This design comes from an exercise in tuning for small area and a short achievable clock period on the open sky130 flow, not from production work. Function was not checked in any run shown here: the RTL went through the layout flow alone. Power figures rest on the tool's default switching activity, not on a simulated workload.

==> flow/design.v, too long to show whole: its modules and the start of the top module <==
// module ycc_sat: 6 lines
// module ycc_ch0: 625 lines
// module ycc_ch1: 453 lines
// module ycc_ch2: 405 lines
// module ycc_dsel: 6 lines
// module ycc_ha: 4 lines
// module ycc_fa: 4 lines
// module ycbcr_rgb_color_convert: 82 lines
module ycbcr_rgb_color_convert
(
	input  logic                  clk,
	input  logic                  arst_n,
	input  logic                  start,
	output logic                  busy,
	input  logic [COMP_W-1:0]     comp0,
	input  logic [COMP_W-1:0]     comp1,
	input  logic [COMP_W-1:0]     comp2,
	input  logic                  frame_end,
	output logic                  done,
	output logic [COMP_W-1:0]     out0,
	output logic [COMP_W-1:0]     out1,
	output logic [COMP_W-1:0]     out2,
	output logic                  last_pixel,
	input  logic                  cfg_wr_en,
	input  logic [CFG_IDX_W-1:0]  cfg_index,
	input  logic [CFG_DATA_W-1:0] cfg_data
);
  // ...
==> flow/flow/run.sh <==
#!/bin/bash
# Layout flow: the standard ORFS flow (standard.sh, unchanged synthesis), with plain buffers
# (buf_1) instead of the default delay-cell buffers on the input and output ports. Each tool's
# full output is kept: ORFS's per-step logs under orfs/logs/, and make's own output in
# flow_make.log in this folder.
set -euo pipefail
bash standard.sh "BUFFER_PORTS_ARGS=-buffer_cell sky130_fd_sc_hd__buf_1" finish > flow_make.log 2>&1
test -s out/final.def
==> flow/standard.sh <==
#!/bin/bash
# synth_recipe.tcl (not shown) runs the flow's synth.tcl, then flattens the netlist and writes it again
# the make line also repeats each setting of config.mk as NAME=value (left out here)
make -C /OpenROAD-flow-scripts/flow DESIGN_CONFIG=/design/flow/config.mk WORK_HOME=/design/flow/orfs CLKGATE_MAP_FILE= SYNTH_SCRIPT=/design/flow/synth_recipe.tcl "${@:-finish}"
==> flow/config.mk <==
export PLATFORM = sky130hd
export DESIGN_NAME = ycbcr_rgb_color_convert
export DESIGN_NICKNAME = ycbcr_rgb_color_convert
export VERILOG_FILES = /design/flow/design.v
export SDC_FILE = /design/flow/constraint.sdc
export NUM_CORES = 4
export LEC_CHECK = 0
export CAP_MARGIN = 20
export CORE_MARGIN = 2
export CORE_UTILIZATION = 40
export SETUP_SLACK_MARGIN = 3.6
export SLEW_MARGIN = 20
export SYNTH_HIERARCHICAL = 1
==> flow/constraint.sdc <==
create_clock -name core_clock -period 6.5 [get_ports {clk}]
set_input_delay 1.3000 -clock core_clock [delete_from_list [all_inputs] [get_ports {clk}]]
set_output_delay 1.3000 -clock core_clock [all_outputs]
set_load 0.01 [all_outputs]
==> impl_metrics.yaml, run 1 <==
outcome:
  status: "finished clean"
clocking:
  cts-resized-gates: 58
  cts_root_buffer: "clkbuf_16"
  htreeDepth: 4
worst_setup_path:
  arrival_ns: 3.23
  critPathMaxFanout: 6
  path_cells: "buf_6, clkinvlp_4, nor2_2, a21o_1, fa_1, fa_1, fa_1, fa_1"
  criticalPathCategory: "flop to flop"
  r2r_setup_slack_ns: 3.58
  crit-reg2reg-launch: "u_ch0.u_dsel0.q"
placement:
  gp_congestion: 0.879
sta:
  maxSlewViolCount: 0
  hold_viol_final: 0
pwr:
  ir_drop_v: 0.000297
  netSwitchingFraction_pct: 44.8
synth:
  syn-cell-area_sq_um: 12900
  synth.most_common_cell: "fa_1"
  synth_simple_gate_area_share_pct: 10.5
  synth_compound_area_share_pct: 13.0
  synth_top_area_cell: "fa_1"
drt:
  drtIter0Drc: 677
  wl_met1_mm: 14.6
cells_and_area:
  reg_top3: "u_ch0.r0_q x19, u_ch0.r1_q x19"
  seq_area_share_pct: 23.3
  multi_input_area_sq_um: 9260
  diodes: 0
global_routing:
  gr-usage-met1_pct: 26.9
  grt_use_met3_pct: 3.98
  grt_max_degree: 47
hold_path:
  hp-class: "flop to flop"
==> run 2, diff against run 1 <==
--- a/flow/config.mk
+++ b/flow/config.mk
@@ -8,6 +8,7 @@
 export CAP_MARGIN = 20
 export CORE_MARGIN = 2
 export CORE_UTILIZATION = 40
+export CTS_BUF_LIST = sky130_fd_sc_hd__clkbuf_8
 export SETUP_SLACK_MARGIN = 3.6
 export SLEW_MARGIN = 20
 export SYNTH_HIERARCHICAL = 1
==> run 2 against run 1 <==
  * Still clean on timing, DRC and antenna
  * Sequential power about the same
  * Setup slack worse by 0.021 ns
  * Clock skew down 0.0016 ns
==> impl_metrics.yaml, run 2 <==
sta:
  hold_viol_final: 0
  fin_skew_ns: 0.00850
  worstMarginPinSlew_ns: 0.795
  max_slew_margin_pct: 46.9
  fin_crit_sh_pct: 45.3
  fmax_mhz: 340
  maxSlewViolCount: 0
  setup_viol: 0
  setup_tns_ns: 0
  period_needed_ns: 2.94
  rsz0062_at_grt: "yes"
worst_setup_path:
  slowest_delay_ns: 0.59
  cp-start-kind: "flop"
  critPathRequiredTime_ns: 6.87
  r2r_setup_slack_ns: 3.56
  path_cells: "inv_6, nor2_1, ha_4, fa_1, fa_1, nor2_1, or3_4, o32a_1, o41ai_2"
  cp_slowest_cell: "fa_1"
  crit-reg2reg-launch: "u_ch2.u_dsel0.q"
  r2r_end: "u_ch2.c_q"
  arrival_ns: 3.32
  cp_top_family: "adder cells"
  cp-end-kind: "flop"
  crit_buf_inv: 1
  critPathMaxFanout: 16
  reg2regPathDepth: 9
  criticalPathCategory: "flop to flop"
clocking:
  cts.sinks: 168
  worstSkewPairLatency_ns: 0.47
  cts_tree: "yes"
  cts_root_buffer: "clkbuf_8"
  numCtsBuffers: 17
  clockBufferDepth: 2
  htreeDepth: 4
  clk_pin_slew_ns: 0.09
global_routing:
  grtUsageTotal_pct: 20.1
  grt_max_degree: 47
  grt_overflow: 0
  grt_pass1_vias: 9580
  antenna_found_initial: 0
  grt_pass1_wl_mm: 51.2
synth:
  ys_types: 76
  ys_seq_area_share_pct: 26.6
  synth_top_area_cell: "fa_1"
  ys_ff_latch: 168
  synth.most_common_cell: "fa_1"
  synthTopCellsByArea: "fa_1 (30%), dfxtp_1 (24%), ha_1 (9.9%)"
  synth_top_area_share_pct: 29.7
  syn_nets: 1515
  synth-main-ff-cell: "dfxtp_1"
  syn-cell-area_sq_um: 12900
  synth_edf_count: 0
  yosys-top-cells-count: "fa_1 (192), dfxtp_1 (154), ha_1 (102)"
  yosys_warnings: 13
  async_flop_share_pct: 8.33
  avgSynthCellArea_sq_um: 10.9
  netlist_instances: 1181
drt:
  drtIter0Drc: 682
  viasPerCell: 5.34
  ant_nets: 0
  post_drt_wl_per_cell_um: 19.0
  drt_wl_total_mm: 32.6
  routed-via-count: 9150
  dr.pass1.iters: 7
  route.detailed.drc: 0
hold_path:
  hold_path_depth: 0
  holdPathEnd: "last_pixel"
  hp-start: "l2"
  hp-class: "flop to flop"
die:
  rows: 65
  die-area_sq_um: 33800
  initial_core_util_pct: 40.7
  ioPinCount: 67
  die_x_um: 184
  core_sq_um: 31700
  die_h_um: 184
cells_and_area:
  fin_nets: 1633
  reg_top3: "u_ch0.r0_q x19, u_ch0.r1_q x19"
  area_growth_pct: 14.7
  n_fill_cell: 2939
  final_cell_mix: "fa_1 (178), dfxtp_1 (135), ha_1 (97)"
  post-route-cell-area_sq_um: 14800
  diodes: 0
  drive_gt1_share_pct: 19.0
  final_common_cell: "fa_1"
job:
  drv_cap: 0
pwr:
  leakagePower_nw: 6.29
  ir_drop_v: 0.000281
  power_switching_w: 0.00413
  p_per_area_nw_per_um2: 609
  clockPowerShare_pct: 9.0
  p_comb_share_pct: 70.7
  netSwitchingFraction_pct: 45.7
  seq_power_share_pct: 20.3
  power.internal_w: 0.00491
placement:
  portBuffers: 65
  place_area_sq_um: 13600
  gp_congestion: 0.879
  detailed_place_hpwl_mm: 23.9
outcome:
  status: "finished clean"
## run 2: worst register-to-register path, cell delays in order, from the launching register on
cell	delay (ns)
dfxtp_4	0.39
inv_6	0.07
nor2_1	0.22
ha_4	0.25
fa_1	0.49
fa_1	0.59
nor2_1	0.07
or3_4	0.39
o32a_1	0.31
o41ai_2	0.06
## run 2: cell type report
class | instances | area, sq um | share of cell area (%)
clock buffers | 20 | 275 | 1.86
repair inverters | 2 | 15.0 | 0.101
flip-flops and latches | 168 | 3500 | 23.6
inverters | 61 | 253 | 1.70
clock inverters | 11 | 160 | 1.08
well taps | 402 | 503 | 3.39
multi-input cells | 916 | 9270 | 62.5
repair buffers | 133 | 850 | 5.73
## run 2: worst max-delay path by stage
stage	startpoint	to	slack, ns	cells after the start
floorplan	comp0[0]	x0_1[8]	3.50	8
global placement	x1_1[7]	u_ch1.c_q	3.20	7
detailed placement	u_ch0.u_dsel0.q	u_ch0.r0_q[3]	3.13	7
CTS	x2_1[4]	u_ch0.r0_q[10]	3.58	7
global route	u_ch2.u_dsel0.q	u_ch2.c_q	3.49	9
finish	u_ch2.u_dsel0.q	u_ch2.c_q	3.56	9
## run 2: metrics by stage
step                setup WS, ns  hold slack [ns]  util, %  cells  total power, W
floorplan                   3.50            0.310        -   1181         0.00648
global route                3.49            0.347     46.7   1713          0.0100
finish                      3.56            0.335     46.7   1713         0.00904
detailed placement          3.13            0.315     42.8   1618         0.00791
CTS                         3.58            0.338     45.4   1681         0.00891
global placement            3.20            0.312     42.8   1618         0.00776
## run 2: logic make-up (layout without fill, tap and decap cells)
group / after synthesis / count (layout) / share of synthesized area (%)
AO/OA/AOI/OAI: 248 / 248 / 13.0
XOR/XNOR: 30 / 30 / 2.03
adder cells (fa/ha/maj): 297 / 297 / 39.9
buffers and inverters: 97 / 227 / 3.29
flip-flops: 168 / 168 / 26.6
multiplexers: 56 / 56 / 4.74
other: 1 / 1 / 0.0290
AND/OR/NAND/NOR: 284 / 284 / 10.5
## run 2: per-layer routing
layer	part of all wire (%)	GRT usage, %
met2	47	33.1
met3	5.8	3.21
met4	2.7	6.56
met5	0	0
met1	44	27.1
## run 2: power by group through the flow
stage                     combinational (W)  clock [W]  sequential (W)
final                               0.00639   0.000815         0.00183
after global routing                0.00727   0.000883         0.00187
after CTS                           0.00622   0.000842         0.00184
after detailed placement            0.00599          0         0.00192
after global placement              0.00585          0         0.00191
after floorplan                     0.00465          0         0.00183
## run 2: timing repair
action | in CTS | in global routing
gates resized for setup | 51 | 46
gates cloned | 2 | 1
setup buffers | 30 | 31
hold buffers | 0 | 0
pin swaps | 7 | 16
endpoints found under the setup margin | 39 | 43
## run 2: per-module statistics from Yosys (local to each module, per instance)
module,flip-flops and latches,area [sq um],cells inside,times used
ycbcr_rgb_color_convert,73,3360,336,1
ycc_ch0,39,2070,244,1
ycc_ch2,25,1420,173,1
ycc_fa,0,20.0,1,189
ycc_dsel,2,43.8,3,3
ycc_ha,0,12.5,1,37
ycc_sat,0,82.6,10,3
ycc_ch1,25,1450,163,1

[afterwards: timing with drivers on the ports]
The results above use ideal ports. As a check the final layouts listed here were re-extracted and re-timed, cells and wires unchanged.
Step 1 (the two cells are an assumption about what drives the block):
set clk [get_ports {clk}]
set_driving_cell -lib_cell sky130_fd_sc_hd__clkbuf_16 $clk
set_driving_cell -lib_cell sky130_fd_sc_hd__buf_2 [delete_from_list [all_inputs] $clk]
Step 2 also shifts input and output timing later by t, the mid clock arrival at the registers, as if the neighbouring blocks saw the same clock.
Three values: ideal, step 1, step 2; two values: the first two.
run | t, ns | setup WS [ns] | latest minus earliest clock arrival (ns) | slew at the worst register clock pin (ns) | worst slew at a driven data input, ns
run 1 | 0.476 | 3.577 / 3.577 / 3.245 | 0.011 / 0.011 | 0.07 / 0.07 | 0.05
run 2 | 0.512 | 3.557 / 3.557 / 3.250 | 0.009 / 0.009 | 0.09 / 0.09 | 0.05
After both steps every run listed still meets setup and hold. The setup slack of run 1, which loses most, moves by 0.000 ns with the drivers and by -0.332 ns with both steps.
